Source: an optimization exercise on an open RTL-to-GDS flow (aim: small area). Production flows keep margins and buffers that such runs may drop. The RTL was checked by simulation tests, not by an equivalence proof against the original design. No activity file was given, so power comes from the tool's default toggle rates.

File: design.v
`default_nettype none
module greg_mp_aoi222 (
  input  logic a1, a2, b1, b2, c1, c2,
  output logic y
);
  assign y = ~((a1 & a2) | (b1 & b2) | (c1 & c2));
endmodule
module greg_mp_drv (
  input  logic a_n,
  output logic y
);
  assign y = ~a_n;
endmodule
module greg_mp_nand2 (
  input  logic a, b,
  output logic y
);
  assign y = ~(a & b);
endmodule
module greg_mp_nand3 (
  input  logic a, b, c,
  output logic y
);
  assign y = ~(a & b & c);
endmodule
module greg_mp_nand4 (
  input  logic a, b, c, d,
  output logic y
);
  assign y = ~(a & b & c & d);
endmodule
module greg_mp_or3 (
  input  logic a, b, c,
  output logic y
);
  assign y = a | b | c;
endmodule
module greg_mp_xor2 (
  input  logic a, b,
  output logic y
);
  assign y = a ^ b;
endmodule
module greg_mp_rdbit (
  input  logic [10:0] g_n,
  input  logic        ph,
  output logic        y
);
  logic w_o0, w_o1, w_o2, w_any;
  greg_mp_nand4 u_n0 (.a(g_n[0]), .b(g_n[1]), .c(g_n[2]),  .d(g_n[3]), .y(w_o0));
  greg_mp_nand4 u_n1 (.a(g_n[4]), .b(g_n[5]), .c(g_n[6]),  .d(g_n[7]), .y(w_o1));
  greg_mp_nand3 u_n2 (.a(g_n[8]), .b(g_n[9]), .c(g_n[10]),             .y(w_o2));
  greg_mp_or3   u_or (.a(w_o0),   .b(w_o1),   .c(w_o2),                .y(w_any));
  greg_mp_xor2  u_x  (.a(w_any),  .b(ph),                              .y(y));
endmodule
module greg_mp #(
  parameter int DATA_W  = 32,
  parameter int ADDR_W  = 5,
  parameter int ZERO_R0 = 1
) (
  input  logic              clk,
  input  logic              rst_n,
  input  logic              wr0_en,
  input  logic [ADDR_W-1:0] wr0_addr,
  input  logic [DATA_W-1:0] wr0_data,
  input  logic              wr1_en,
  input  logic [ADDR_W-1:0] wr1_addr,
  input  logic [DATA_W-1:0] wr1_data,
  input  logic [ADDR_W-1:0] rd0_addr,
  input  logic [ADDR_W-1:0] rd1_addr,
  output logic [DATA_W-1:0] rd0_data,
  output logic [DATA_W-1:0] rd1_data,
  input  logic              clr_req,
  output logic              clr_busy,
  output logic              wr_conflict
);
  localparam int DEPTH = 2**ADDR_W;
  logic              r_busy;
  logic [ADDR_W-1:0] r_ptr;
  logic              r_wr_conflict;
  logic              r_ph;
  logic [DATA_W-1:0] r_mem [1:DEPTH-1];
  logic              w_en0, w_en1;
  logic              w_wr0_ok, w_wr1_ok;
  logic              w_same;
  logic [DATA_W-1:0] w_e0;
  logic [DATA_W-1:0] w_e1;
  assign w_en0    = wr0_en && !r_busy;
  assign w_en1    = wr1_en && !r_busy;
  assign w_wr0_ok = w_en0 && (wr0_addr != '0);
  assign w_wr1_ok = w_en1 && (wr1_addr != '0);
  assign w_same   = (wr0_addr == wr1_addr);
  assign clr_busy    = r_busy;
  assign wr_conflict = r_wr_conflict;
  always_ff @(posedge clk) begin
    if (!rst_n) begin
      r_busy <= 1'b0;
      r_ptr  <= '0;
    end else if (r_busy) begin
      r_ptr <= r_ptr + ADDR_W'(1);
      if (r_ptr == ADDR_W'(DEPTH - 1)) r_busy <= 1'b0;
    end else if (clr_req) begin
      r_busy <= 1'b1;
    end
  end
  always_ff @(posedge clk) begin
    r_wr_conflict <= rst_n && w_wr0_ok && w_wr1_ok && w_same;
  end
  always_ff @(posedge clk) begin
    r_ph <= !rst_n || !r_ph;
  end
  for (genvar b = 0; b < DATA_W; b++) begin : g_bus
    greg_mp_drv u_e1 (.a_n(!(wr1_data[b] ^ r_ph)),                .y(w_e1[b]));
    greg_mp_drv u_e0 (.a_n(!((wr0_data[b] && !r_busy) ^ r_ph)), .y(w_e0[b]));
  end
  logic [ADDR_W-1:0] w_a0;
  logic              w_go0, w_go1;
  logic [7:0]        w_hi0, w_hi1;
  logic [3:0]        w_lo0, w_lo1;
  assign w_a0  = r_busy ? r_ptr : wr0_addr;
  assign w_go0 = rst_n && (r_busy || (w_en0 && !(w_en1 && w_same)));
  assign w_go1 = rst_n && w_en1;
  for (genvar j = 0; j < 8; j++) begin : g_hi
    assign w_hi0[j] = w_go0 && (w_a0[4:2] == 3'(j));
    assign w_hi1[j] = w_go1 && (wr1_addr[4:2] == 3'(j));
  end
  for (genvar k = 0; k < 4; k++) begin : g_lo
    assign w_lo0[k] = (w_a0[1:0] == 2'(k));
    assign w_lo1[k] = (wr1_addr[1:0] == 2'(k));
  end
  for (genvar i = 1; i < DEPTH; i++) begin : g_row
    logic w_s1_n, w_s0_n, w_hold_n;
    logic w_s1, w_s0, w_hold;
    logic [DATA_W-1:0] w_nxt;
    greg_mp_nand2 u_d1 (.a(w_hi1[i/4]), .b(w_lo1[i%4]), .y(w_s1_n));
    greg_mp_nand2 u_d0 (.a(w_hi0[i/4]), .b(w_lo0[i%4]), .y(w_s0_n));
    greg_mp_nand3 u_dh (.a(rst_n), .b(w_s1_n), .c(w_s0_n), .y(w_hold_n));
    greg_mp_drv   u_s1 (.a_n(w_s1_n),   .y(w_s1));
    greg_mp_drv   u_s0 (.a_n(w_s0_n),   .y(w_s0));
    greg_mp_drv   u_h  (.a_n(w_hold_n), .y(w_hold));
    for (genvar b = 0; b < DATA_W; b++) begin : g_bit
      greg_mp_aoi222 u_nxt (
        .a1(w_hold), .a2(r_mem[i][b]),
        .b1(w_s1),   .b2(w_e1[b]),
        .c1(w_s0),   .c2(w_e0[b]),
        .y (w_nxt[b])
      );
    end
    always_ff @(posedge clk) begin
      r_mem[i] <= w_nxt;
    end
  end
  logic [ADDR_W-1:0] w_ra [2];
  logic [DATA_W-1:0] w_rd [2];
  assign w_ra[0]  = rd0_addr;
  assign w_ra[1]  = rd1_addr;
  assign rd0_data = w_rd[0];
  assign rd1_data = w_rd[1];
  for (genvar p = 0; p < 2; p++) begin : g_rp
    logic              w_byp1, w_byp0, w_nob, w_ph;
    logic [7:0]        w_hi;
    logic [3:0]        w_lo;
    logic [DEPTH+1:1]  w_sel;    
    assign w_byp1 = w_wr1_ok && (wr1_addr == w_ra[p]);
    assign w_byp0 = w_wr0_ok && (wr0_addr == w_ra[p]) && !w_byp1;
    assign w_nob  = !w_byp1 && !w_byp0;
    for (genvar j = 0; j < 8; j++) begin : g_hi
      assign w_hi[j] = w_nob && (w_ra[p][4:2] == 3'(j));
    end
    for (genvar k = 0; k < 4; k++) begin : g_lo
      assign w_lo[k] = (w_ra[p][1:0] == 2'(k));
    end
    for (genvar i = 1; i < DEPTH; i++) begin : g_sel
      logic w_sel_n;
      greg_mp_nand2 u_d   (.a(w_hi[i/4]), .b(w_lo[i%4]), .y(w_sel_n));
      greg_mp_drv   u_sel (.a_n(w_sel_n), .y(w_sel[i]));
    end
    greg_mp_drv u_sb1 (.a_n(!w_byp1), .y(w_sel[DEPTH]));
    greg_mp_drv u_sb0 (.a_n(!w_byp0), .y(w_sel[DEPTH+1]));
    greg_mp_drv u_ph (.a_n(!(r_ph && !(w_nob && (w_ra[p] == '0)))), .y(w_ph));
    for (genvar b = 0; b < DATA_W; b++) begin : g_bit
      logic [DEPTH+1:1] w_in;
      logic [10:0]      w_g_n;
      for (genvar i = 1; i < DEPTH; i++) begin : g_in
        assign w_in[i] = r_mem[i][b];
      end
      assign w_in[DEPTH]   = w_e1[b];
      assign w_in[DEPTH+1] = w_e0[b];
      for (genvar g = 0; g < 11; g++) begin : g_grp
        greg_mp_aoi222 u_grp (
          .a1(w_sel[3*g+1]), .a2(w_in[3*g+1]),
          .b1(w_sel[3*g+2]), .b2(w_in[3*g+2]),
          .c1(w_sel[3*g+3]), .c2(w_in[3*g+3]),
          .y (w_g_n[g])
        );
      end
      greg_mp_rdbit u_out (.g_n(w_g_n), .ph(w_ph), .y(w_rd[p][b]));
    end
  end
endmodule
`default_nettype wire
File: flow/run.sh
#!/bin/bash
# Own flow: the standard layout (standard synthesis unchanged) with
# 1x port buffers, a clock tree of 16x clock buffers in clusters of at most
# 22 flip-flops without dummy loads, and pre-placement sizing
# (flow/presize.tcl). Each tool's output is in orfs/logs; make's own output
# is in standard.log.
set -euo pipefail
HERE=$(pwd)
export BUFFER_PORTS_ARGS="-buffer_cell sky130_fd_sc_hd__buf_1"
export CTS_ARGS="-sink_clustering_enable -repair_clock_nets -dont_use_dummy_load -buf_list sky130_fd_sc_hd__clkbuf_16 -root_buf sky130_fd_sc_hd__clkbuf_16 -sink_clustering_size 22 -sink_clustering_max_diameter 90"
export PRE_GLOBAL_PLACE_TCL="$HERE/flow/presize.tcl"
bash standard.sh > standard.log 2>&1
File: flow/presize.tcl
# Pre-placement sizing, run before global placement:
#  * remove the buffers synthesis inserted (the placement repair re-buffers
#    what needs it, as the timing-driven flow does);
#  * set every combinational cell to its 1x size (repair upsizes where the
#    layout needs it);
#  * set every inverter that drives a wide net (the register file's row,
#    select and data-bus lines) to the 2x inverter, which has the same area
#    as the 1x one and drives these nets within the slew limits.
remove_buffers
set n_dn 0
set n_up 0
foreach inst [[ord::get_db_block] getInsts] {
  set m [[$inst getMaster] getName]
  if {[$inst isFixed]} continue
  if {![regexp {^sky130_fd_sc_hd__([a-z0-9]+)_([0-9]+)$} $m -> base sz]} continue
  if {[regexp {^(df|edf|sdf|dl|clk|conb|tap|fill|decap|diode|buf)} $base]} continue
  set fo 0
  foreach it [$inst getITerms] {
    if {[$it isOutputSignal] && [$it getNet] ne "NULL"} {
      set fo [llength [[$it getNet] getITerms]]
    }
  }
  if {$base eq "inv" && $fo > 12} {
    if {$m ne "sky130_fd_sc_hd__inv_2"} {
      replace_cell [$inst getName] sky130_fd_sc_hd__inv_2
      incr n_up
    }
    continue
  }
  if {$sz > 1 && [llength [get_lib_cells -quiet sky130_fd_sc_hd__${base}_1]] > 0} {
    replace_cell [$inst getName] sky130_fd_sc_hd__${base}_1
    incr n_dn
  }
}
puts "presize.tcl: $n_dn cells set to 1x, $n_up wide-net inverters set to 2x"
File: standard.sh
#!/bin/bash
# synth_recipe.tcl (not shown) runs the flow's synth.tcl, then flattens the netlist and writes it again
# the make line also repeats each setting of config.mk as NAME=value (left out here)
make -C /OpenROAD-flow-scripts/flow DESIGN_CONFIG=/design/flow/config.mk WORK_HOME=/design/flow/orfs CLKGATE_MAP_FILE= SYNTH_SCRIPT=/design/flow/synth_recipe.tcl "${@:-finish}"
File: config.mk
export PLATFORM = sky130hd
export DESIGN_NAME = greg_mp
export DESIGN_NICKNAME = greg_mp
export VERILOG_FILES = /design/flow/design.v
export SDC_FILE = /design/flow/constraint.sdc
export NUM_CORES = 4
export LEC_CHECK = 0
export CAP_MARGIN = 10
export CELL_PAD_IN_SITES_DETAIL_PLACEMENT = 1
export CELL_PAD_IN_SITES_GLOBAL_PLACEMENT = 1
export CORE_MARGIN = 2
export CORE_UTILIZATION = 35
export GPL_TIMING_DRIVEN = 0
export PLACE_DENSITY = 0.45
export SETUP_SLACK_MARGIN = 0.3
export SLEW_MARGIN = 10
export SYNTH_HIERARCHICAL = 1
File: constraint.sdc
create_clock -name core_clock -period 7.0 [get_ports {clk}]
set_input_delay 1.4000 -clock core_clock [delete_from_list [all_inputs] [get_ports {clk}]]
set_output_delay 1.4000 -clock core_clock [all_outputs]
set_load 0.01 [all_outputs]
==> impl_metrics.csv, run 1 <==
group,metric,value,unit
clocking,ctsHoldBuffers,0,
placed_design,dpl.hpwl,150000,um
critical_path,slowest_stage,"inv_4",
global_route,antenna_found_initial,14,
power_and_ir_drop,p_int,8.37,mW
critical_path,cpLargestDelayFamily,"simple AND/OR/NAND/NOR gates",
die,die_area,124000,um^2
layout,final_cell_mix,"1696 x a222oi_1, 998 x dfxtp_1, 163 x inv_2",
global_route,use_met3,12.2,%
hold_path,hold_class,"reg2reg",
routing,first_pass_iters,15,
layout,final_common_cell,"a222oi_1",
clocking,htree_levels,2,
die,start_util,35.4,%
die,num_io_pins,155,
layout,syn2layout_area_growth,10.6,%
routing,vias,49500,
placed_design,dp_cells,5422,
synthesis,ys_warn_count,12,
die,dieHeight,353,um
global_route,grt_max_degree,44,
clocking,clock_latency,730,ps
global_route,grt.met1_usage,51.0,%
power_and_ir_drop,pwr-share-clk,27.3,%
synthesis,synthFlopType,"dfxtp_1",
clocking,cts.sinks,1000,
synthesis,yosys.area.top_type,"dfxtp_1",
die,die_w,353,um
synthesis,synth_top_cell_area_share,47.1,%
clocking,cts_tree,"built",
power_and_ir_drop,p_switching,4.25,mW
layout,fin_cells,5501,
sta,period_minus_slack,6700,ps
global_route,grt_pass1_vias,49200,
critical_path,critPathMaxFanout,32,
sta,timing.final.crit_share,95.8,%
die,rows,127,
routing,viasPerCell,9.00,
synthesis,synth_seq_cells,1000,
sta,hold_viol,0,
routing,wl_per_cell,50.0,um
layout,fill_cells,13000,
layout,fin_nets,3965,
power_and_ir_drop,vdd_drop_max,203,uV
clocking,cts_buffer_depth,3,
synthesis,synth.area.top_cells,"dfxtp_1 47%, a222oi_1 40%, inv_1 2.0%, nand4_1 1.9%, xnor2_1 1.7%",
critical_path,crit_type,"in2out",
synthesis,synth_nets,3767,
global_route,grt_busiest_layer,"met2",
global_route,overflow,0,
placed_design,place_congestion,0.911,
layout,drive_above_1_share,8.60,%
critical_path,cp.arrival,5300,ps
sta,relSlewSlack,10.3,%
critical_path,cp.buffers_inverters,4,
synthesis,synth_edf_count,0,
placed_design,io_buffer_count,154,
sta,worstMarginPinSlew,1340,ps
job,drv_cap,0,
sta,clock_skew,58.4,ps
sta,setup_ws,297,ps
sta,setup_violations,0,
routing,routed_wl,275000,um
synthesis,syn_area_per_cell,11.6,um^2
synthesis,seq_area_frac_synth,47.1,%
critical_path,end_kind,"output pin",
global_route,use_met2,60.9,%
critical_path,start_kind,"input pin",
clocking,path_clk_slew,90,ps
routing,drc_errors,0,
outcome,status,"complete, no violations",
critical_path,path_cells,"buf_1 -> or4_1 -> nor2_1 -> nor4_4 -> buf_4 -> nor4_4 -> nand2_1 -> inv_4 -> a222oi_1 -> nand4_1 -> or3_1 -> xor2_1 -> buf_1",
power_and_ir_drop,p_leak,15.7,nW
sta,finalSetupTns,0,ps
clocking,numCtsBuffers,55,
power_and_ir_drop,p_total,12.6,mW
sta,slew_viol_final,0,
sta,fmaxAchievable,0.149,GHz
synthesis,synthCells,3676,
routing,dr.first_iter.drc_count,15700,
power_and_ir_drop,powerDensity,268,nW/um^2
global_route,grt_usage,41.2,%
power_and_ir_drop,seq_power_share,52.4,%
sta,rsz0062_at_grt,"true",
critical_path,cp.required,5600,ps
placed_design,dp_slack,-672,ps
synthesis,async_flop_share,0,%
critical_path,cp_slowest_stage_delay,630,ps
die,fp.coreArea,120000,um^2
synthesis,synth_cell_types,40,
synthesis,syn_area,42500,um^2
layout,post-route-util,39.1,%
routing,antenna_left,0,
power_and_ir_drop,combPwrFrac,20.3,%
power_and_ir_drop,swShare,33.7,%
clocking,clock-root-buffer,"clkbuf_16",
global_route,grt_pass1_wl,373000,um
-- power by group through the flow --
stage | registers (mW) | logic [mW] | clock network (mW)
after floorplan | 6.59 | 1.41 | 0
after global placement | 6.66 | 2.32 | 0
after detailed placement | 6.71 | 2.42 | 0
after CTS | 6.58 | 2.44 | 3.46
after global routing | 6.66 | 2.61 | 3.64
final | 6.61 | 2.56 | 3.45
-- worst register-to-register path: cells and delay by family (launching register included) --
family	cells	cell delay (ps)
flip-flops	1	520
AO/OA/AOI/OAI	2	490
buffers and inverters	1	980
AND/OR/NAND/NOR	4	1390
-- final timing paths --
| check | from | endpoint | slack, ps | depth (start not counted) |
|---|---|---|---|---|
| max | wr1_addr[0] | rd1_data[19] | 300 | 13 |
| min | r_mem[23][1] | r_mem[23][1] | 500 | 1 |
| max reg2reg | r_busy | r_mem[13][29] | 3420 | 7 |
| min reg2reg | r_mem[23][1] | r_mem[23][1] | 500 | 1 |
-- Yosys stat by module, one instance, submodules excluded, excerpt --
module	copies in the design	flops+latches	cell area, um^2
greg_mp_aoi222	1696	0	10.0
greg_mp_drv	225	0	3.75
greg_mp_xor2	64	0	8.76
greg_mp_nand3	95	0	5.00
greg_mp_nand4	128	0	6.26
greg_mp_or3	64	0	6.26
greg_mp	1	1000	22000
greg_mp_nand2	124	0	3.75
-- cells by family after synthesis --
group	after synthesis	share of synthesized area (%)
buf+inv	260	2.34
xor+xnor	155	3.19
fa+ha+maj	2	0.0588
simple gates	544	7.10
compound gates	1712	40.2
flops	1000	47.1
mux	3	0.0706
-- routing by layer --
layer,vias to the layer above,share of wire [%]
met5,-,0.029
met4,6,7.9
met3,1014,15
met2,4864,42
met1,25100,35
li1,18600,-
-- registers in the layout (all words and copies together), names as in the netlist --
name,count
r_busy,1
r_wr_conflict,1
r_mem,992
r_ptr,5
r_ph,1
-- layout make-up --
| type | count | area (um^2) | area share [%] |
|---|---|---|---|
| antenna | 17 | 42.5 | 0.0904 |
| clock buffer | 55 | 1380 | 2.92 |
| inverter | 232 | 1200 | 2.55 |
| multi-input combinational | 2416 | 21600 | 46.0 |
| sequential | 1000 | 20000 | 42.6 |
| tap | 1612 | 2020 | 4.29 |
| timing repair buffer | 169 | 758 | 1.61 |
-- per-stage QoR --
step / area [um^2] / hold WS (ps)
2_1_floorplan: 42500 / 466
3_5_place_dp: 45000 / 486
6_report: 47100 / 498
3_3_place_gp: 44900 / 472
4_1_cts: 46900 / 499
5_1_grt: 47000 / 509
-- cells in the mapped netlist (2+ instances only) --
cell type	count
dfxtp_1	1000
mux2i_1	3
nor4_1	7
nor4_4	4
o32ai_1	2
nor3_1	5
xor2_1	72
nand3_1	99
o21ai_0	4
and2_1	6
nor4b_2	8
inv_2	2
nor2_1	22
a222oi_1	1696
ha_1	2
nand2_1	137
nor2b_1	44
or3_1	64
buf_1	2
or4_4	2
inv_1	230
xnor2_1	83
nand2b_1	11
buf_2	10
clkbuf_1	15
nand4_1	132
-- repair_timing --
item,in CTS,in global routing
resized for setup,117,48
cloned,0,0
endpoints found under the setup margin,64,63
setup buffers,5,2
pin swaps,5,2
==> inputs of run 2 (changes only) <==
--- a/config.mk
+++ b/config.mk
@@ -7,11 +7,11 @@
 export LEC_CHECK = 0
 export CAP_MARGIN = 10
 export CELL_PAD_IN_SITES_DETAIL_PLACEMENT = 1
-export CELL_PAD_IN_SITES_GLOBAL_PLACEMENT = 1
+export CELL_PAD_IN_SITES_GLOBAL_PLACEMENT = 2
 export CORE_MARGIN = 2
-export CORE_UTILIZATION = 35
+export CORE_UTILIZATION = 30
 export GPL_TIMING_DRIVEN = 0
-export PLACE_DENSITY = 0.45
+export PLACE_DENSITY = 0.38
 export SETUP_SLACK_MARGIN = 0.3
 export SLEW_MARGIN = 10
 export SYNTH_HIERARCHICAL = 1
==> run 2 against run 1 <==
Still clean. Total power is 1.3% higher. Sequential cell count stayed put. Critical path depth stayed put. Cell count is 5.0% higher. Wire length is 6.0% higher. First-iteration DRC count is 4.9% lower. Register-to-register slack hardly changed. Die area is 16% higher. Core utilization is 5.4 points lower. Worst setup slack worse by 75 ps.
==> impl_metrics.csv, run 2 <==
group,metric,value,unit
outcome,status,"complete, no violations",
sta,worstMarginPinSlew,1460,ps
placed_design,dp_cells,5699,
layout,regMostFlops,"r_mem",
layout,largest_reg_flops,992,
synthesis,syn_area_per_cell,11.6,um^2
layout,fin_nets,3971,
die,start_util,30.1,%
critical_path,slowest_stage,"or4_1",
critical_path,cpMostUsedCell,"nor4_4",
critical_path,ff2ff_path_depth,7,
layout,final_common_cell,"a222oi_1",
critical_path,critPathCapture,"rd0_data[21]",
clocking,path_clk_slew,60,ps
clocking,cts.sinks,1000,
synthesis,synthTopCellsByCount,"1696 x a222oi_1, 1000 x dfxtp_1, 230 x inv_1",
critical_path,crit_type,"in2out",
synthesis,syn_area,42500,um^2
sta,clock_skew,70.7,ps
layout,drive_above_1_share,8.82,%
die,die_w,381,um
sta,fmaxAchievable,0.148,GHz
global_route,grt_pass1_wl,390000,um
layout,largestRegisters,"r_mem x992, r_ptr x5",
clocking,cts_tree,"built",
sta,hold_viol,0,
synthesis,async_flop_share,0,%
synthesis,yosysMostFrequentCell,"a222oi_1",
routing,antenna_left,0,
power_and_ir_drop,p_leak,15.9,nW
routing,dr.first_iter.drc_count,14900,
synthesis,synth_edf_count,0,
die,dieHeight,381,um
global_route,overflow,0,
critical_path,r2r-start,"r_busy",
die,fp.coreArea,141000,um^2
routing,wl_per_cell,50.4,um
synthesis,synth_top_cell_area_share,47.1,%
clocking,clock-root-buffer,"clkbuf_16",
hold_path,hold_class,"reg2reg",
critical_path,end_kind,"output pin",
global_route,grt_usage,37.5,%
critical_path,setup.worst_path.start,"wr1_addr[0]",
layout,syn2layout_area_growth,12.0,%
routing,first_pass_iters,15,
layout,fin_cells,5778,
routing,vias,49200,
synthesis,seq_area_frac_synth,47.1,%
critical_path,cp_slowest_stage_delay,590,ps
job,drv_cap,0,
critical_path,path_cells,"clkbuf_2 -> or4_1 -> nor2_1 -> nor4_4 -> buf_2 -> nor4_4 -> nand2_1 -> inv_6 -> a222oi_1 -> nand4_1 -> or3_1 -> xor2_1 -> buf_1",
critical_path,r2r_slack,3430,ps
synthesis,synth.area.top_cells,"dfxtp_1 47%, a222oi_1 40%, inv_1 2.0%, nand4_1 1.9%, xnor2_1 1.7%",
die,num_io_pins,155,
global_route,grt_max_degree,40,
clocking,cts_buffer_depth,3,
placed_design,io_buffer_count,154,
global_route,grt_pass1_vias,48800,
sta,period_minus_slack,6780,ps
placed_design,dp_slack,-870,ps
layout,final_cell_mix,"1696 x a222oi_1, 998 x dfxtp_1, 162 x inv_2",
sta,relSlewSlack,2.41,%
clocking,clock_latency,740,ps
sta,setup_violations,0,
critical_path,cp.buffers_inverters,4,
clocking,ctsHoldBuffers,0,
sta,setup_ws,221,ps
routing,routed_wl,291000,um
clocking,htree_levels,2,
critical_path,critPathMaxFanout,32,
clocking,numCtsBuffers,58,
critical_path,regToRegEndpoint,"r_mem[15][8]",
synthesis,synth_nets,3767,
critical_path,crit_cells,13,
synthesis,synthFlopType,"dfxtp_1",
layout,post-route-util,33.7,%
critical_path,cp.arrival,5380,ps
synthesis,yosys.area.top_type,"dfxtp_1",
critical_path,start_kind,"input pin",
synthesis,synth_seq_cells,1000,
synthesis,ys_warn_count,12,
synthesis,synthCells,3676,
power_and_ir_drop,vdd_drop_max,205,uV
placed_design,dpl.hpwl,160000,um
sta,finalSetupTns,0,ps
global_route,antenna_found_initial,12,
routing,drc_errors,0,
sta,timing.final.crit_share,96.8,%
routing,viasPerCell,8.52,
critical_path,cpLargestDelayFamily,"simple AND/OR/NAND/NOR gates",
placed_design,place_congestion,0.856,
synthesis,synth_cell_types,40,
critical_path,cp.required,5600,ps
layout,fill_cells,15500,
power_and_ir_drop,powerDensity,268,nW/um^2
sta,slew_viol_final,0,
sta,holdWs,500,ps
die,rows,138,
die,die_area,145000,um^2
sta,rsz0062_at_grt,"true",
-- run 2: cell families (layout without fill, tap and decap cells) --
family	Yosys count	count (layout)	synth area share, %
simple gates	544	544	7.10
xor+xnor	155	155	3.19
other cells	0	10	0
mux	3	3	0.0706
buf+inv	260	462	2.34
fa+ha+maj	2	2	0.0588
compound gates	1712	1712	40.2
flops	1000	1000	47.1
-- run 2: worst min-delay path by stage --
stage | startpoint | to | slack (ps) | cells after the start
after floorplan | r_mem[10][0] | r_mem[10][0] | 470 | 1
after global placement | r_mem[22][15] | r_mem[22][15] | 470 | 1
after detailed placement | r_mem[28][14] | r_mem[28][14] | 490 | 1
after CTS | r_mem[28][14] | r_mem[28][14] | 500 | 1
after global routing | r_mem[28][22] | r_mem[28][22] | 510 | 1
final | r_mem[28][19] | r_mem[28][19] | 500 | 1
-- run 2: what timing repair did --
| action | in CTS | in global routing |
|---|---|---|
| endpoints found under the setup margin | 64 | 58 |
| setup buffers | 8 | 2 |
| pin swaps | 5 | 8 |
| resized for setup | 150 | 37 |
-- run 2: worst reg2reg max path: cells and delay by family (launching register included) --
kind	cells	cell delay (ps)
flip-flops	1	760
AO/OA/AOI/OAI	2	510
AND/OR/NAND/NOR	4	1150
buffers and inverters	1	960
-- run 2: final cells by class --
class | count | area [um^2] | area share [%]
Clock buffer | 58 | 1450 | 3.05
Timing Repair Buffer | 172 | 806 | 1.69
Tap cell | 1890 | 2360 | 4.96
Antenna cell | 10 | 25.0 | 0.0525
Multi-Input combinational cell | 2416 | 21600 | 45.4
Sequential cell | 1000 | 20000 | 42.0
Inverter | 232 | 1330 | 2.79
-- run 2: report_power, final --
part	switching [mW]	leakage, nW	internal (mW)
Sequential	0.411	8.40	6.20
Clock	2.09	0.715	1.46
Combinational	1.83	6.75	0.787
-- run 2: Yosys stat by module, one instance, submodules excluded, excerpt --
module,times used,cells
greg_mp_drv,225,1
greg_mp_nand4,128,1
greg_mp_aoi222,1696,1
greg_mp_nand3,95,1
greg_mp_xor2,64,1
greg_mp_nand2,124,1
-- run 2: per-stage QoR --
| step | power (mW) | instance area [um^2] |
|---|---|---|
| 2_1_floorplan | 8.00 | 42500 |
| 3_3_place_gp | 9.07 | 45200 |
| 3_5_place_dp | 9.22 | 45400 |
| 4_1_cts | 12.7 | 47500 |
| 5_1_grt | 13.1 | 47600 |
| 6_report | 12.8 | 47600 |
-- run 2: layer usage --
layer	share of wire [%]	routed length (um)	global-route usage, %	up-vias
met1	37	108000	47.2	25300
li1	-	-	-	18600
met5	0.0045	13	0.198	-
met2	42	124000	55.7	4505
met4	7.0	20500	24.3	2
met3	13	38900	10.8	866
==> inputs of run 3 (changes only) <==
==> flow/run.sh (replaced) <==
#!/bin/bash
# Own flow: the standard layout (standard synthesis unchanged) with
# 1x port buffers, a clock tree of 16x clock buffers in clusters of at most
# 25 flip-flops without dummy loads, and pre-placement sizing
# (flow/presize.tcl). Each tool's output is in orfs/logs; make's own output
# is in standard.log.
set -euo pipefail
HERE=$(pwd)
export BUFFER_PORTS_ARGS="-buffer_cell sky130_fd_sc_hd__buf_1"
export CTS_ARGS="-sink_clustering_enable -repair_clock_nets -dont_use_dummy_load -buf_list sky130_fd_sc_hd__clkbuf_16 -root_buf sky130_fd_sc_hd__clkbuf_16 -sink_clustering_size 25 -sink_clustering_max_diameter 100"
export PRE_GLOBAL_PLACE_TCL="$HERE/flow/presize.tcl"
bash standard.sh > standard.log 2>&1
--- a/config.mk
+++ b/config.mk
@@ -12,6 +12,6 @@
 export CORE_UTILIZATION = 30
 export GPL_TIMING_DRIVEN = 0
 export PLACE_DENSITY = 0.38
-export SETUP_SLACK_MARGIN = 0.3
+export SETUP_SLACK_MARGIN = 0.2
 export SLEW_MARGIN = 10
 export SYNTH_HIERARCHICAL = 1
==> run 3 against run 2 <==
Critical path depth increased by 1. Via count about the same. Critical path type unchanged. Cell count about the same. Sequential power about the same.
==> impl_metrics.csv, run 3 <==
group,metric,value,unit
die,die_w,381,um
layout,fin_nets,3967,
layout,fin_cells,5781,
hold_path,hold_class,"reg2reg",
sta,timing.final.crit_share,97.6,%
global_route,grt_pass1_wl,389000,um
outcome,status,"complete, no violations",
placed_design,io_buffer_count,154,
synthesis,syn_area_per_cell,11.6,um^2
global_route,overflow,0,
global_route,grt_usage,37.5,%
synthesis,synth_edf_count,0,
sta,finalSetupTns,0,ps
synthesis,synth.area.top_cells,"dfxtp_1 47%, a222oi_1 40%, inv_1 2.0%, nand4_1 1.9%, xnor2_1 1.7%",
critical_path,path_cells,"buf_1 -> or4_1 -> nor2_1 -> nor4_4 -> buf_4 -> buf_12 -> nor4_4 -> nand2_1 -> bufinv_8 -> a222oi_1 -> nand4_1 -> or3_1 -> xor2_1 -> buf_1",
clocking,cts_tree,"built",
critical_path,cpLargestDelayFamily,"simple AND/OR/NAND/NOR gates",
die,die_area,145000,um^2
synthesis,synth_nets,3767,
routing,dr.first_iter.drc_count,15300,
routing,viasPerCell,8.52,
placed_design,place_congestion,0.856,
critical_path,cp.arrival,5440,ps
critical_path,slowest_stage,"or4_1",
critical_path,end_kind,"output pin",
critical_path,cp.required,5600,ps
placed_design,dp_slack,-870,ps
layout,final_common_cell,"a222oi_1",
layout,largest_reg_flops,992,
power_and_ir_drop,vdd_drop_max,204,uV
sta,relSlewSlack,8.78,%
layout,drive_above_1_share,8.57,%
global_route,grt_max_degree,40,
job,drv_cap,0,
synthesis,synth_top_cell_area_share,47.1,%
power_and_ir_drop,seq_power_share,52.6,%
synthesis,synth_cell_types,40,
routing,first_pass_iters,14,
sta,rsz0062_at_grt,"true",
synthesis,syn_area,42500,um^2
synthesis,synth_seq_cells,1000,
die,start_util,30.1,%
layout,largestRegisters,"r_mem x992, r_ptr x5",
critical_path,crit_type,"in2out",
synthesis,ys_warn_count,12,
sta,hold_viol,0,
die,dieHeight,381,um
power_and_ir_drop,pwr-share-clk,26.7,%
synthesis,yosysMostFrequentCell,"a222oi_1",
layout,syn2layout_area_growth,11.5,%
die,num_io_pins,155,
synthesis,seq_area_frac_synth,47.1,%
sta,fmaxAchievable,0.146,GHz
synthesis,yosys.area.top_type,"dfxtp_1",
clocking,clock-root-buffer,"clkbuf_16",
sta,holdWs,501,ps
critical_path,critPathMaxFanout,32,
sta,slew_viol_final,0,
synthesis,synthTopCellsByCount,"1696 x a222oi_1, 1000 x dfxtp_1, 230 x inv_1",
clocking,cts.sinks,1000,
power_and_ir_drop,p_total,12.6,mW
clocking,numCtsBuffers,51,
layout,postLayoutCellArea,47400,um^2
die,rows,138,
critical_path,cp_slowest_stage_delay,600,ps
layout,regMostFlops,"r_mem",
sta,setup_ws,165,ps
layout,fill_cells,15600,
sta,period_minus_slack,6840,ps
routing,drc_errors,0,
critical_path,cp.buffers_inverters,5,
placed_design,dpl_cell_area,45400,um^2
routing,wl_per_cell,50.3,um
synthesis,async_flop_share,0,%
global_route,antenna_found_initial,13,
synthesis,synthFlopType,"dfxtp_1",
routing,routed_wl,291000,um
sta,setup_violations,0,
sta,worstMarginPinSlew,1370,ps
clocking,cts_buffer_depth,3,
power_and_ir_drop,powerDensity,265,nW/um^2
placed_design,dpl.hpwl,160000,um
routing,antenna_left,0,
clocking,path_clk_slew,50,ps
power_and_ir_drop,combPwrFrac,20.8,%
clocking,htree_levels,2,
critical_path,start_kind,"input pin",
die,fp.coreArea,141000,um^2
power_and_ir_drop,p_leak,15.8,nW
power_and_ir_drop,p_int,8.28,mW
layout,post-route-util,33.6,%
power_and_ir_drop,p_switching,4.28,mW
power_and_ir_drop,swShare,34.1,%
sta,clock_skew,49.9,ps
layout,final_cell_mix,"1696 x a222oi_1, 998 x dfxtp_1, 162 x inv_2",
synthesis,synthCells,3676,
global_route,grt_pass1_vias,48600,
routing,vias,49200,
placed_design,dp_cells,5699,
clocking,clock_latency,730,ps
## run 3: cell counts after synthesis
Identical to the previous run, type by type.
## run 3: worst paths after layout
path,start,endpoint,slack [ps],cells after the start
hold / removal,r_mem[28][14],r_mem[28][14],500,1
hold reg to reg,r_mem[28][14],r_mem[28][14],500,1
setup / recovery,wr1_addr[1],rd0_data[21],160,14
setup reg to reg,r_busy,r_mem[13][11],3350,7
## run 3: worst reg2reg max path: stages (launching register included)
cell      delay [ps]
dfxtp_2          770
nor2b_2          210
nand2_1          170
o221ai_1         220
nor2_1           610
nand2_1          180
inv_2            980
a222oi_1         300
## run 3: layout make-up
type	count	area, um^2	area share [%]
multi-input cells	2416	21600	45.6
inverters	232	1280	2.71
clock buffers	51	1280	2.69
repair buffers	175	827	1.74
flip-flops and latches	1000	20000	42.2
diodes	17	42.5	0.0897
well taps	1890	2360	4.98
## run 3: timing repair
item / CTS / global route
gates resized for setup: 133 / 36
hold buffers: 0 / 0
pin swaps: 6 / 10
buffers inserted: 9 / 5
endpoints found under the setup margin: 64 / 64
## run 3: power groups by stage
stage,clock network (mW),registers (mW),logic [mW]
final,3.35,6.61,2.61
after floorplan,0,6.59,1.41
after global placement,0,6.66,2.41
after CTS,3.39,6.58,2.53
after detailed placement,0,6.71,2.51
after global routing,3.58,6.66,2.67
## run 3: modules after synthesis (local to each module, per instance), excerpt
| module | flops+latches | copies in the design | area (um^2) | cells inside |
|---|---|---|---|---|
| greg_mp_drv | 0 | 225 | 3.75 | 1 |
| greg_mp_nand2 | 0 | 124 | 3.75 | 1 |
| greg_mp | 1000 | 1 | 22000 | 1280 |
| greg_mp_aoi222 | 0 | 1696 | 10.0 | 1 |
| greg_mp_nand4 | 0 | 128 | 6.26 | 1 |
| greg_mp_xor2 | 0 | 64 | 8.76 | 1 |
| greg_mp_or3 | 0 | 64 | 6.26 | 1 |
| greg_mp_nand3 | 0 | 95 | 5.00 | 1 |
## run 3: cells by family after synthesis
logic type               after synthesis  synth area share [%]
XOR/XNOR                             155                  3.19
adder cells (fa/ha/maj)                2                0.0588
buffers and inverters                260                  2.34
AND/OR/NAND/NOR                      544                  7.10
flip-flops                          1000                  47.1
multiplexers                           3                0.0706
AO/OA/AOI/OAI                       1712                  40.2
## run 3: routing by layer
metal	part of all wire (%)	track usage, %	routed length, um	vias to the layer above
li1	-	-	-	18600
met5	0	0.198	0	-
met4	6.8	23.2	19900	0
met3	13	10.6	38700	834
met2	43	56.2	124000	4490
met1	37	47.3	108000	25300
==> inputs of run 4 (changes only) <==
--- a/config.mk
+++ b/config.mk
@@ -7,11 +7,11 @@
 export LEC_CHECK = 0
 export CAP_MARGIN = 10
 export CELL_PAD_IN_SITES_DETAIL_PLACEMENT = 1
-export CELL_PAD_IN_SITES_GLOBAL_PLACEMENT = 2
+export CELL_PAD_IN_SITES_GLOBAL_PLACEMENT = 1
 export CORE_MARGIN = 2
-export CORE_UTILIZATION = 30
+export CORE_UTILIZATION = 35
 export GPL_TIMING_DRIVEN = 0
-export PLACE_DENSITY = 0.38
+export PLACE_DENSITY = 0.45
 export SETUP_SLACK_MARGIN = 0.2
 export SLEW_MARGIN = 10
 export SYNTH_HIERARCHICAL = 1
==> run 4 against run 3 <==
Highest routed layer is now met5. Die area fell by 14%. Still clean on timing, DRC and antenna. Sequential power hardly changed. Clock-buffer cell count decreased by 1. Synthesized area unchanged.
==> impl_metrics.csv, run 4 <==
group,metric,value,unit
routing,wl_per_cell,50.1,um
power_and_ir_drop,powerDensity,267,nW/um^2
layout,fin_nets,3959,
global_route,overflow,0,
sta,fmaxAchievable,0.146,GHz
sta,rsz0062_at_grt,"false",
hold_path,holdPathStages,1,
die,die_w,353,um
critical_path,cp.buffers_inverters,5,
job,drv_cap,0,
routing,first_pass_iters,15,
synthesis,synth_seq_cells,1000,
critical_path,cp.arrival,5430,ps
sta,setup_violations,0,
sta,period_minus_slack,6830,ps
hold_path,hold_class,"reg2reg",
clocking,clock-root-buffer,"clkbuf_16",
layout,regMostFlops,"r_mem",
routing,antenna_left,0,
power_and_ir_drop,p_leak,15.6,nW
die,dieHeight,353,um
global_route,antenna_found_initial,14,
layout,syn2layout_area_growth,10.0,%
synthesis,syn_area,42500,um^2
layout,final_cell_mix,"1696 x a222oi_1, 998 x dfxtp_1, 167 x inv_2",
synthesis,synthTopCellsByCount,"1696 x a222oi_1, 1000 x dfxtp_1, 230 x inv_1",
critical_path,ff2ff_path_depth,7,
synthesis,yosys.area.top_type,"dfxtp_1",
synthesis,synth_nets,3767,
synthesis,ys_warn_count,12,
sta,slew_viol_final,0,
layout,largest_reg_flops,992,
clocking,htree_levels,2,
synthesis,yosysMostFrequentCell,"a222oi_1",
layout,postLayoutCellArea,46800,um^2
synthesis,synth_cell_types,40,
layout,drive_above_1_share,8.30,%
routing,vias,49500,
die,die_area,124000,um^2
global_route,grt_max_degree,44,
outcome,status,"complete, no violations",
layout,final_common_cell,"a222oi_1",
synthesis,synth_edf_count,0,
clocking,numCtsBuffers,50,
routing,viasPerCell,9.02,
critical_path,crit_cells,14,
clocking,cts_buffer_depth,3,
clocking,cts.sinks,1000,
die,num_io_pins,155,
clocking,cts_tree,"built",
sta,setup_ws,173,ps
synthesis,async_flop_share,0,%
critical_path,critPathMaxFanout,32,
layout,largestRegisters,"r_mem x992, r_ptr x5",
die,fp.coreArea,120000,um^2
synthesis,seq_area_frac_synth,47.1,%
placed_design,dpl.hpwl,150000,um
critical_path,cpLargestDelayFamily,"simple AND/OR/NAND/NOR gates",
synthesis,synthFlopType,"dfxtp_1",
routing,drc_errors,0,
clocking,path_clk_slew,90,ps
die,start_util,35.4,%
critical_path,crit_type,"in2out",
sta,worstMarginPinSlew,1360,ps
sta,timing.final.crit_share,97.5,%
placed_design,dp_slack,-672,ps
clocking,clock_latency,730,ps
routing,routed_wl,275000,um
global_route,grt_usage,41.1,%
global_route,grt_pass1_wl,372000,um
critical_path,cp.required,5600,ps
routing,dr.first_iter.drc_count,15900,
global_route,grt_pass1_vias,49200,
critical_path,start_kind,"input pin",
critical_path,slowest_stage,"or4_1",
sta,relSlewSlack,8.90,%
synthesis,synth_top_cell_area_share,47.1,%
critical_path,path_cells,"buf_1 -> or4_1 -> nor2_1 -> nor4_4 -> buf_4 -> buf_4 -> nor4b_2 -> nand2_1 -> inv_6 -> a222oi_1 -> nand4_1 -> or3_1 -> xor2_1 -> buf_1",
placed_design,place_congestion,0.911,
placed_design,dpl_cell_area,45000,um^2
die,rows,127,
sta,hold_viol,0,
synthesis,synth.area.top_cells,"dfxtp_1 47%, a222oi_1 40%, inv_1 2.0%, nand4_1 1.9%, xnor2_1 1.7%",
synthesis,synthCells,3676,
sta,clock_skew,62.6,ps
critical_path,cp_slowest_stage_delay,600,ps
synthesis,syn_area_per_cell,11.6,um^2
layout,fill_cells,13000,
placed_design,io_buffer_count,154,
power_and_ir_drop,vdd_drop_max,205,uV
critical_path,end_kind,"output pin",
run 4: cell counts after synthesis:
No cell type changed its count.
run 4: layout make-up:
class                   count  area (um^2)  share of cell area [%]
multi-input cells        2416        21600                    46.2
well taps                1612         2020                    4.31
inverters                 232         1120                    2.40
diodes                     16         40.0                  0.0855
flip-flops and latches   1000        20000                    42.8
clock buffers              50         1250                    2.67
repair buffers            168          751                    1.60
run 4: per-stage QoR:
stage	TNS [ps]	hold WS [ps]	power, mW	util, %	cells
6_report	0	501	12.5	38.9	5494
5_1_grt	0	512	12.8	38.9	5487
4_1_cts	0	501	12.3	38.7	5474
3_5_place_dp	-23790	486	9.14	37.4	5422
3_3_place_gp	-34340	472	8.97	37.3	5414
2_1_floorplan	0	466	8.00	-	3676
run 4: modules after synthesis, one instance, submodules excluded, excerpt:
module,cell area (um^2),cells inside
greg_mp,22000,1280
greg_mp_aoi222,10.0,1
greg_mp_drv,3.75,1
greg_mp_nand2,3.75,1
greg_mp_nand3,5.00,1
greg_mp_nand4,6.26,1
greg_mp_or3,6.26,1
greg_mp_xor2,8.76,1
run 4: timing repair:
action                                  CTS  global route
pin swaps                                 3             4
endpoints found under the setup margin   64            64
gates resized for setup                  75            61
hold buffers                              0             0
buffers inserted                          2             4
run 4: cells by family (layout without fill, tap and decap cells):
| family | count (synthesis) | count (layout) | share of synthesized area, % |
|---|---|---|---|
| multiplexers | 3 | 3 | 0.0706 |
| flip-flops | 1000 | 1000 | 47.1 |
| buffers and inverters | 260 | 450 | 2.34 |
| AND/OR/NAND/NOR | 544 | 544 | 7.10 |
| other | 0 | 16 | 0 |
| XOR/XNOR | 155 | 155 | 3.19 |
| AO/OA/AOI/OAI | 1712 | 1712 | 40.2 |
| adder cells (fa/ha/maj) | 2 | 2 | 0.0588 |
run 4: power by group:
group,switching (mW),internal (mW)
Clock,2.04,1.28
Combinational,1.78,0.778
Sequential,0.412,6.20
Total,4.23,8.25
run 4: path summary, 6_finish.rpt:
path	startpoint	end	slack, ps
max	wr1_addr[0]	rd0_data[12]	170
min	r_mem[26][31]	r_mem[26][31]	500
max reg2reg	r_busy	r_mem[13][22]	3300
min reg2reg	r_mem[26][31]	r_mem[26][31]	500
run 4: per-layer routing:
layer	track usage (%)	up-vias	share of wire [%]
li1	-	18600	-
met5	1.12	-	0.033
met1	51.2	25100	35
met3	11.8	1010	14
met4	29.4	4	7.8
met2	60.6	4847	42
run 4: worst reg2reg max path: stages (launching register included):
cell	delay [ps]
dfxtp_2	730
nor2b_1	260
nand2_1	160
o221ai_1	200
nor2_1	600
nand2_1	210
inv_2	1030
a222oi_1	290

==> separate check: timing with driven ports <==
The results above use ideal ports. As a check the final layouts listed here were re-extracted and re-timed, cells and wires unchanged. Step 1 assumes that a clkbuf_16 drives the clock port and a buf_2 every other input. Step 2 also shifts input and output timing later by t, the mid clock arrival at the registers, as if the neighbouring blocks saw the same clock. a / b / c = no drivers / after step 1 / after step 2; a / b = the first two.
run | t (ns) | setup slack, ns | worst hold slack (ns) | worst setup path after step 2 | worst register clock-pin slew, ns
run 1 | 0.780 | 0.297 / 0.166 / 0.166 | 0.498 / 0.498 / 0.498 | input to output | 0.10 / 0.10
run 2 | 0.783 | 0.221 / 0.184 / 0.184 | 0.500 / 0.500 / 0.500 | input to output | 0.10 / 0.10
run 3 | 0.767 | 0.165 / 0.121 / 0.121 | 0.501 / 0.501 / 0.501 | input to output | 0.11 / 0.11
run 4 | 0.787 | 0.173 / 0.087 / 0.087 | 0.501 / 0.501 / 0.501 | input to output | 0.12 / 0.12
After both steps setup and hold are still met in every run listed. For run 1, which loses most, drivers alone change the setup slack by -0.131 ns; drivers and shift together by -0.131 ns.
